Context: an optimization exercise on an open-source flow, tuned for small area. The choices shown serve that exercise and are no tape-out recipe.
Function was checked by simulation only, so behaviour that the tests miss may differ from the original.
Power figures rest on the tool's default switching activity, not on a simulated workload.

Design adc_avg, start of the top module:
module adc_avg (
  input  logic           clk,
  input  logic           rst,
  input  logic           s_valid,
  input  logic [2:0]     s_ch,
  input  logic [adc_pkg::DW-1:0]  s_data,
  input  logic           cfg_wr,
  input  logic [2:0]     cfg_log2,
  input  logic           rd_en,
  input  logic [2:0]     rd_addr,
  output logic [adc_pkg::DW-1:0]  rd_data,
  output logic [adc_pkg::NCH-1:0] new_flags,
  output logic [adc_pkg::NCH-1:0] ovr_flags,
  input  logic           clr_ovr
);
==> module adc_avg_shift, before the edit <==
module adc_avg_shift (
  input  logic [22:0] sum,
  input  logic [7:0]  oh,
  output logic [15:0] y
);
  always_comb begin
    y = '0;
    for (int k = 0; k < 8; k++) y = y | (sum[k +: 16] & {16{oh[k]}});
  end
endmodule
==> module adc_avg_add, before the edit <==
module adc_avg_add (
  input  logic [22:0] acc,
  input  logic [6:0]  cnt,
  input  logic [15:0] din,
  input  logic [6:0]  mask,
  input  logic        clr,
  output logic [22:0] sum,
  output logic        last,
  output logic [22:0] acc_nxt,
  output logic [6:0]  cnt_nxt
);
  logic flush;
  assign sum     = acc + {{7{din[15]}}, din};
  assign last    = &(cnt | ~mask);
  assign flush   = clr || last;
  assign acc_nxt = flush ? '0 : sum;
  assign cnt_nxt = flush ? '0 : cnt + 1'b1;
endmodule
==> module adc_avg, before the edit <==
module adc_avg (
  input  logic           clk,
  input  logic           rst,
  input  logic           s_valid,
  input  logic [2:0]     s_ch,
  input  logic [adc_pkg::DW-1:0]  s_data,
  input  logic           cfg_wr,
  input  logic [2:0]     cfg_log2,
  input  logic           rd_en,
  input  logic [2:0]     rd_addr,
  output logic [adc_pkg::DW-1:0]  rd_data,
  output logic [adc_pkg::NCH-1:0] new_flags,
  output logic [adc_pkg::NCH-1:0] ovr_flags,
  input  logic           clr_ovr
);
  localparam int NCH      = adc_pkg::NCH;
  localparam int DW       = adc_pkg::DW;
  localparam int ACCW     = adc_pkg::ACCW;
  localparam int LOG2_MAX = adc_pkg::LOG2_MAX;
  localparam int LOG2_RST = adc_pkg::LOG2_RST;
  localparam int SW       = ACCW + LOG2_MAX;
  logic [2:0]          log2_q;
  logic [ACCW-1:0]     acc [NCH];
  logic [LOG2_MAX-1:0] cnt [NCH];
  logic [DW-1:0]       res [NCH];
  always_ff @(posedge clk) begin
    if (rst) begin
      log2_q <= 3'(LOG2_RST);
    end else if (cfg_wr) begin
      log2_q <= cfg_log2;
    end
  end
  logic [NCH-1:0]      ch_oh, rd_oh, lg_oh;
  logic [NCH*SW-1:0]   st_all;
  logic [NCH*DW-1:0]   res_all;
  logic [SW-1:0]       st_sel;
  logic [DW-1:0]       rd_sel;
  logic [ACCW-1:0]     sum;
  logic                last;
  logic [ACCW-1:0]     acc_nxt;
  logic [LOG2_MAX-1:0] cnt_nxt;
  logic [LOG2_MAX-1:0] mask;
  logic [DW-1:0]       res_nxt;
  for (genvar i = 0; i < NCH; i++) begin : g_pack
    assign st_all[i*SW +: SW]  = {cnt[i], acc[i]};
    assign res_all[i*DW +: DW] = res[i];
  end
  assign mask = ~({LOG2_MAX{1'b1}} << log2_q);
  adc_avg_dec u_ch_dec (.en(1'b1), .a(s_ch),    .oh(ch_oh));
  adc_avg_dec u_rd_dec (.en(!rst), .a(rd_addr), .oh(rd_oh));
  adc_avg_dec u_lg_dec (.en(!rst), .a(log2_q),  .oh(lg_oh));
  adc_avg_aomux #(.W(SW)) u_st_mux (.d(st_all),  .oh(ch_oh), .y(st_sel));
  adc_avg_aomux #(.W(DW)) u_rd_mux (.d(res_all), .oh(rd_oh), .y(rd_sel));
  adc_avg_add u_add (
    .acc     (st_sel[ACCW-1:0]),
    .cnt     (st_sel[SW-1:ACCW]),
    .din     (s_data),
    .mask    (mask),
    .clr     (rst || cfg_wr),
    .sum     (sum),
    .last    (last),
    .acc_nxt (acc_nxt),
    .cnt_nxt (cnt_nxt)
  );
  adc_avg_shift u_shift (.sum(sum), .oh(lg_oh), .y(res_nxt));
  for (genvar i = 0; i < NCH; i++) begin : g_ch
    logic upd;
    assign upd = s_valid && !cfg_wr && ch_oh[i] && last;
    always_ff @(posedge clk) begin
      if (rst || cfg_wr || (s_valid && ch_oh[i])) begin
        acc[i] <= acc_nxt;
        cnt[i] <= cnt_nxt;
      end
    end
    always_ff @(posedge clk) begin
      if (rst || upd) begin
        res[i] <= res_nxt;
      end
    end
    always_ff @(posedge clk) begin
      if (rst) begin
        new_flags[i] <= 1'b0;
        ovr_flags[i] <= 1'b0;
      end else begin
        if (upd) begin
          new_flags[i] <= 1'b1;
        end else if (rd_en && rd_oh[i]) begin
          new_flags[i] <= 1'b0;
        end
        if (upd && new_flags[i] && !(rd_en && rd_oh[i])) begin
          ovr_flags[i] <= 1'b1;
        end else if (clr_ovr) begin
          ovr_flags[i] <= 1'b0;
        end
      end
    end
  end
  always_ff @(posedge clk) begin
    if (rst || rd_en) begin
      rd_data <= rd_sel;
    end
  end
endmodule
export LEC_CHECK = 0
export CAP_MARGIN = 20
export CORE_MARGIN = 2
export CORE_UTILIZATION = 60
export SLEW_MARGIN = 20
export SYNTH_HIERARCHICAL = 1
create_clock -name core_clock -period 6.0 [get_ports {clk}]
standard.sh (not shown) runs the stock make flow with config.mk's settings and CLKGATE_MAP_FILE= SYNTH_SCRIPT=/design/flow/synth_recipe.tcl, a recipe that flattens the netlist after the stock synthesis.
==> flow/flow/run.sh <==
#!/bin/bash
# Standard ORFS layout (the standard.sh, unchanged synthesis) with two
# changes: CTS without dummy loads and with larger sink clusters, and
# minimum-size buffers on the ports (every port still gets its buffer).
set -euo pipefail
CTS="-sink_clustering_enable -repair_clock_nets -dont_use_dummy_load"
CTS="$CTS -buf_list sky130_fd_sc_hd__clkbuf_8 -sink_clustering_size 18 -sink_clustering_max_diameter 50"
bash standard.sh "CTS_ARGS=$CTS" \
  "BUFFER_PORTS_ARGS=-buffer_cell sky130_fd_sc_hd__buf_1" \
  finish > flow.log 2>&1
The baseline ran to the end with no violations.
Then changed:
--- a/flow/design.v
+++ b/flow/design.v
@@ -32,9 +32,9 @@
   output logic [15:0] y
 );
   always_comb begin
     y = '0;
-    for (int k = 0; k < 8; k++) y = y | (sum[k +: 16] & {16{oh[k]}});
+    for (int k = 0; k < 8; k++) y = y | ((sum[k +: 16] ^ 16'h8000) & {16{oh[k]}});
   end
 endmodule
 module adc_avg_add (
   input  logic [22:0] acc,
@@ -46,10 +46,29 @@
   output logic        last,
   output logic [22:0] acc_nxt,
   output logic [6:0]  cnt_nxt
 );
-  logic flush;
-  assign sum     = acc + {{7{din[15]}}, din};
+  logic [15:0] u, p, g;
+  logic [16:0] c;
+  logic [7:0]  gg, gp;
+  logic [6:0]  pre;
+  logic        flush;
+  assign u = {~din[15], din[14:0]};
+  assign p = acc[15:0] ^ u;
+  assign g = acc[15:0] & u;
+  assign c[0] = 1'b0;
+  for (genvar j = 0; j < 8; j++) begin : g_grp
+    assign gg[j]       = g[2*j+1] | (p[2*j+1] & g[2*j]);
+    assign gp[j]       = p[2*j+1] & p[2*j];
+    assign c[2*j+1]    = g[2*j] | (p[2*j] & c[2*j]);
+    assign c[2*j+2]    = gg[j] | (gp[j] & c[2*j]);
+  end
+  assign sum[15:0] = p ^ c[15:0];
+  assign pre[0] = 1'b1;
+  for (genvar i = 1; i < 7; i++) begin : g_inc
+    assign pre[i] = pre[i-1] & acc[15+i];
+  end
+  assign sum[22:16] = acc[22:16] ^ (pre & {7{c[16]}});
   assign last    = &(cnt | ~mask);
   assign flush   = clr || last;
   assign acc_nxt = flush ? '0 : sum;
   assign cnt_nxt = flush ? '0 : cnt + 1'b1;
@@ -101,11 +120,15 @@
     assign st_all[i*SW +: SW]  = {cnt[i], acc[i]};
     assign res_all[i*DW +: DW] = res[i];
   end
   assign mask = ~({LOG2_MAX{1'b1}} << log2_q);
-  adc_avg_dec u_ch_dec (.en(1'b1), .a(s_ch),    .oh(ch_oh));
-  adc_avg_dec u_rd_dec (.en(!rst), .a(rd_addr), .oh(rd_oh));
-  adc_avg_dec u_lg_dec (.en(!rst), .a(log2_q),  .oh(lg_oh));
+  always_comb begin
+    for (int k = 0; k < NCH; k++) begin
+      ch_oh[k] = (s_ch == 3'(k));
+      rd_oh[k] = !rst && (rd_addr == 3'(k));
+      lg_oh[k] = !rst && (log2_q == 3'(k));
+    end
+  end
   adc_avg_aomux #(.W(SW)) u_st_mux (.d(st_all),  .oh(ch_oh), .y(st_sel));
   adc_avg_aomux #(.W(DW)) u_rd_mux (.d(res_all), .oh(rd_oh), .y(rd_sel));
   adc_avg_add u_add (
     .acc     (st_sel[ACCW-1:0]),
=> Design area came out lower by 3.7%; die area goes down by 5.1%; maximum frequency fell by about 2.3%; sequential power went up by about 3%; synthesized area drops by 5.2%; worst setup slack is worse by 120 ps; utilization climbs by 1.5 points; power is higher by about 4%; non-clock buffer count went up by 4; clock skew is lower by 13 ps; clock power stays flat; via count decreases by about 7%; global-route usage fell by 0.53 points.

========
## trial 31
RTL: one of the versions met above, not the one the previous note started from.
For scale: roughly 1100 cells after synthesis, roughly 400 flip-flops, roughly 63 I/O pins, about 17000 sq um of cells after synthesis.
==> module adc_avg_add, before the edit <==
module adc_avg_add (
  input  logic [22:0] acc,
  input  logic [6:0]  cnt,
  input  logic [15:0] din,
  input  logic [6:0]  mask,
  input  logic        clr,
  output logic [22:0] sum,
  output logic        last,
  output logic [22:0] acc_nxt,
  output logic [6:0]  cnt_nxt
);
  logic [15:0] u, p, g;
  logic [16:0] c;
  logic [7:0]  gg, gp;
  logic [6:0]  pre;
  logic        flush;
  assign u = {~din[15], din[14:0]};
  assign p = acc[15:0] ^ u;
  assign g = acc[15:0] & u;
  assign c[0] = 1'b0;
  for (genvar j = 0; j < 8; j++) begin : g_grp
    assign gg[j]       = g[2*j+1] | (p[2*j+1] & g[2*j]);
    assign gp[j]       = p[2*j+1] & p[2*j];
    assign c[2*j+1]    = g[2*j] | (p[2*j] & c[2*j]);
    assign c[2*j+2]    = gg[j] | (gp[j] & c[2*j]);
  end
  assign sum[15:0] = p ^ c[15:0];
  assign pre[0] = 1'b1;
  for (genvar i = 1; i < 7; i++) begin : g_inc
    assign pre[i] = pre[i-1] & acc[15+i];
  end
  assign sum[22:16] = acc[22:16] ^ (pre & {7{c[16]}});
  assign last    = &(cnt | ~mask);
  assign flush   = clr || last;
  assign acc_nxt = flush ? '0 : sum;
  assign cnt_nxt = flush ? '0 : cnt + 1'b1;
endmodule
==> module adc_avg, before the edit <==
module adc_avg (
  input  logic           clk,
  input  logic           rst,
  input  logic           s_valid,
  input  logic [2:0]     s_ch,
  input  logic [adc_pkg::DW-1:0]  s_data,
  input  logic           cfg_wr,
  input  logic [2:0]     cfg_log2,
  input  logic           rd_en,
  input  logic [2:0]     rd_addr,
  output logic [adc_pkg::DW-1:0]  rd_data,
  output logic [adc_pkg::NCH-1:0] new_flags,
  output logic [adc_pkg::NCH-1:0] ovr_flags,
  input  logic           clr_ovr
);
  localparam int NCH      = adc_pkg::NCH;
  localparam int DW       = adc_pkg::DW;
  localparam int ACCW     = adc_pkg::ACCW;
  localparam int LOG2_MAX = adc_pkg::LOG2_MAX;
  localparam int LOG2_RST = adc_pkg::LOG2_RST;
  localparam int SW       = ACCW + LOG2_MAX;
  logic [2:0]          log2_q;
  logic [ACCW-1:0]     acc [NCH];
  logic [LOG2_MAX-1:0] cnt [NCH];
  logic [DW-1:0]       res [NCH];
  always_ff @(posedge clk) begin
    if (rst) begin
      log2_q <= 3'(LOG2_RST);
    end else if (cfg_wr) begin
      log2_q <= cfg_log2;
    end
  end
  logic [NCH-1:0]      ch_oh, rd_oh, lg_oh;
  logic [NCH*SW-1:0]   st_all;
  logic [NCH*DW-1:0]   res_all;
  logic [SW-1:0]       st_sel;
  logic [DW-1:0]       rd_sel;
  logic [ACCW-1:0]     sum;
  logic                last;
  logic [ACCW-1:0]     acc_nxt;
  logic [LOG2_MAX-1:0] cnt_nxt;
  logic [LOG2_MAX-1:0] mask;
  logic [DW-1:0]       res_nxt;
  for (genvar i = 0; i < NCH; i++) begin : g_pack
    assign st_all[i*SW +: SW]  = {cnt[i], acc[i]};
    assign res_all[i*DW +: DW] = res[i];
  end
  assign mask = ~({LOG2_MAX{1'b1}} << log2_q);
  always_comb begin
    for (int k = 0; k < NCH; k++) begin
      ch_oh[k] = (s_ch == 3'(k));
      rd_oh[k] = !rst && (rd_addr == 3'(k));
      lg_oh[k] = !rst && (log2_q == 3'(k));
    end
  end
  adc_avg_aomux #(.W(SW)) u_st_mux (.d(st_all),  .oh(ch_oh), .y(st_sel));
  adc_avg_aomux #(.W(DW)) u_rd_mux (.d(res_all), .oh(rd_oh), .y(rd_sel));
  adc_avg_add u_add (
    .acc     (st_sel[ACCW-1:0]),
    .cnt     (st_sel[SW-1:ACCW]),
    .din     (s_data),
    .mask    (mask),
    .clr     (rst || cfg_wr),
    .sum     (sum),
    .last    (last),
    .acc_nxt (acc_nxt),
    .cnt_nxt (cnt_nxt)
  );
  adc_avg_shift u_shift (.sum(sum), .oh(lg_oh), .y(res_nxt));
  for (genvar i = 0; i < NCH; i++) begin : g_ch
    logic upd;
    assign upd = s_valid && !cfg_wr && ch_oh[i] && last;
    always_ff @(posedge clk) begin
      if (rst || cfg_wr || (s_valid && ch_oh[i])) begin
        acc[i] <= acc_nxt;
        cnt[i] <= cnt_nxt;
      end
    end
    always_ff @(posedge clk) begin
      if (rst || upd) begin
        res[i] <= res_nxt;
      end
    end
    always_ff @(posedge clk) begin
      if (rst) begin
        new_flags[i] <= 1'b0;
        ovr_flags[i] <= 1'b0;
      end else begin
        if (upd) begin
          new_flags[i] <= 1'b1;
        end else if (rd_en && rd_oh[i]) begin
          new_flags[i] <= 1'b0;
        end
        if (upd && new_flags[i] && !(rd_en && rd_oh[i])) begin
          ovr_flags[i] <= 1'b1;
        end else if (clr_ovr) begin
          ovr_flags[i] <= 1'b0;
        end
      end
    end
  end
  always_ff @(posedge clk) begin
    if (rst || rd_en) begin
      rd_data <= rd_sel;
    end
  end
endmodule
export LEC_CHECK = 0
export CAP_MARGIN = 20
export CORE_MARGIN = 2
export CORE_UTILIZATION = 60
export SLEW_MARGIN = 20
export SYNTH_HIERARCHICAL = 1
create_clock -name core_clock -period 6.0 [get_ports {clk}]
==> flow/flow/run.sh <==
#!/bin/bash
# Standard ORFS layout (the standard.sh, unchanged synthesis) with two
# changes: CTS without dummy loads and with larger sink clusters, and
# minimum-size buffers on the ports (every port still gets its buffer).
set -euo pipefail
CTS="-sink_clustering_enable -repair_clock_nets -dont_use_dummy_load"
CTS="$CTS -buf_list sky130_fd_sc_hd__clkbuf_4 -sink_clustering_size 10 -sink_clustering_max_diameter 40"
bash standard.sh "CTS_ARGS=$CTS" \
  "BUFFER_PORTS_ARGS=-buffer_cell sky130_fd_sc_hd__buf_1" \
  finish > flow.log 2>&1
Inputs modified between trial 31 and build 29:
--- a/flow/design.v
+++ b/flow/design.v
@@ -41,5 +41,5 @@
   input  logic [6:0]  cnt,
   input  logic [15:0] din,
-  input  logic [6:0]  mask,
+  input  logic [6:0]  nmask,
   input  logic        clr,
   output logic [22:0] sum,
@@ -69,5 +69,5 @@
   end
   assign sum[22:16] = acc[22:16] ^ (pre & {7{c[16]}});
-  assign last    = &(cnt | ~mask);
+  assign last    = &(cnt | nmask);
   assign flush   = clr || last;
   assign acc_nxt = flush ? '0 : sum;
@@ -115,5 +115,5 @@
   logic [ACCW-1:0]     acc_nxt;
   logic [LOG2_MAX-1:0] cnt_nxt;
-  logic [LOG2_MAX-1:0] mask;
+  logic [LOG2_MAX-1:0] nmask;
   logic [DW-1:0]       res_nxt;
   for (genvar i = 0; i < NCH; i++) begin : g_pack
@@ -121,5 +121,5 @@
     assign res_all[i*DW +: DW] = res[i];
   end
-  assign mask = ~({LOG2_MAX{1'b1}} << log2_q);
+  assign nmask = {LOG2_MAX{1'b1}} << log2_q;
   always_comb begin
     for (int k = 0; k < NCH; k++) begin
@@ -135,5 +135,5 @@
     .cnt     (st_sel[SW-1:ACCW]),
     .din     (s_data),
-    .mask    (mask),
+    .nmask   (nmask),
     .clr     (rst || cfg_wr),
     .sum     (sum),
### Flow results
- Higher slew at the pin closest to its max-slew limit among build 29 and trial 31: trial 31
- Changes observed in build 29 relative to trial 31: proportion of total power due to net switching was more or less identical; overall routed net length was more or less identical; full die area was more or less identical; worst setup margin went down by 120 ps; fraction of cell area in non-clock buffers went up by 0.36 points.
- The via count of the first global-routing pass was comparable across build 29 and trial 31.
- Per the comparison of build 29 with trial 31, number of design-rule violations left by the first detailed-router iteration went down 82, data arrival time of the critical path grew by 230 ps, via count lost about 0.56%.
- Comparing trial 31 with build 29, the total power came out essentially unchanged.

[afterwards: timing with drivers on the ports]
The results above use ideal ports. As a check the final layouts listed here were re-extracted and re-timed, cells and wires unchanged.
Step 1 (the two cells are an assumption about what drives the block):
set clk [get_ports {clk}]
set_driving_cell -lib_cell sky130_fd_sc_hd__clkbuf_16 $clk
set_driving_cell -lib_cell sky130_fd_sc_hd__buf_2 [delete_from_list [all_inputs] $clk]
Step 2 times the ports against the registers' clock, not the clock port: input delays grow and output delays shrink by t, the midpoint of the rising clock arrivals with the driver on.
a / b / c = no drivers / after step 1 / after step 2; a / b = the first two.
run	t, ns	slack for setup (ns)	worst setup path at the end	latest minus earliest clock arrival (ns)	worst register clock-pin slew, ns
the first run of note 1	0.594	0.925 / 0.953 / 0.360	input to register	0.075 / 0.075	0.11 / 0.11
the second run of note 1	0.567	0.806 / 0.830 / 0.263	input to register	0.062 / 0.062	0.10 / 0.10
trial 31	0.725	0.980 / 1.005 / 0.280	input to register	0.098 / 0.098	0.11 / 0.11
build 29	0.719	0.857 / 0.876 / 0.157	input to register	0.088 / 0.088	0.11 / 0.11
After both steps every run listed still meets setup and hold.
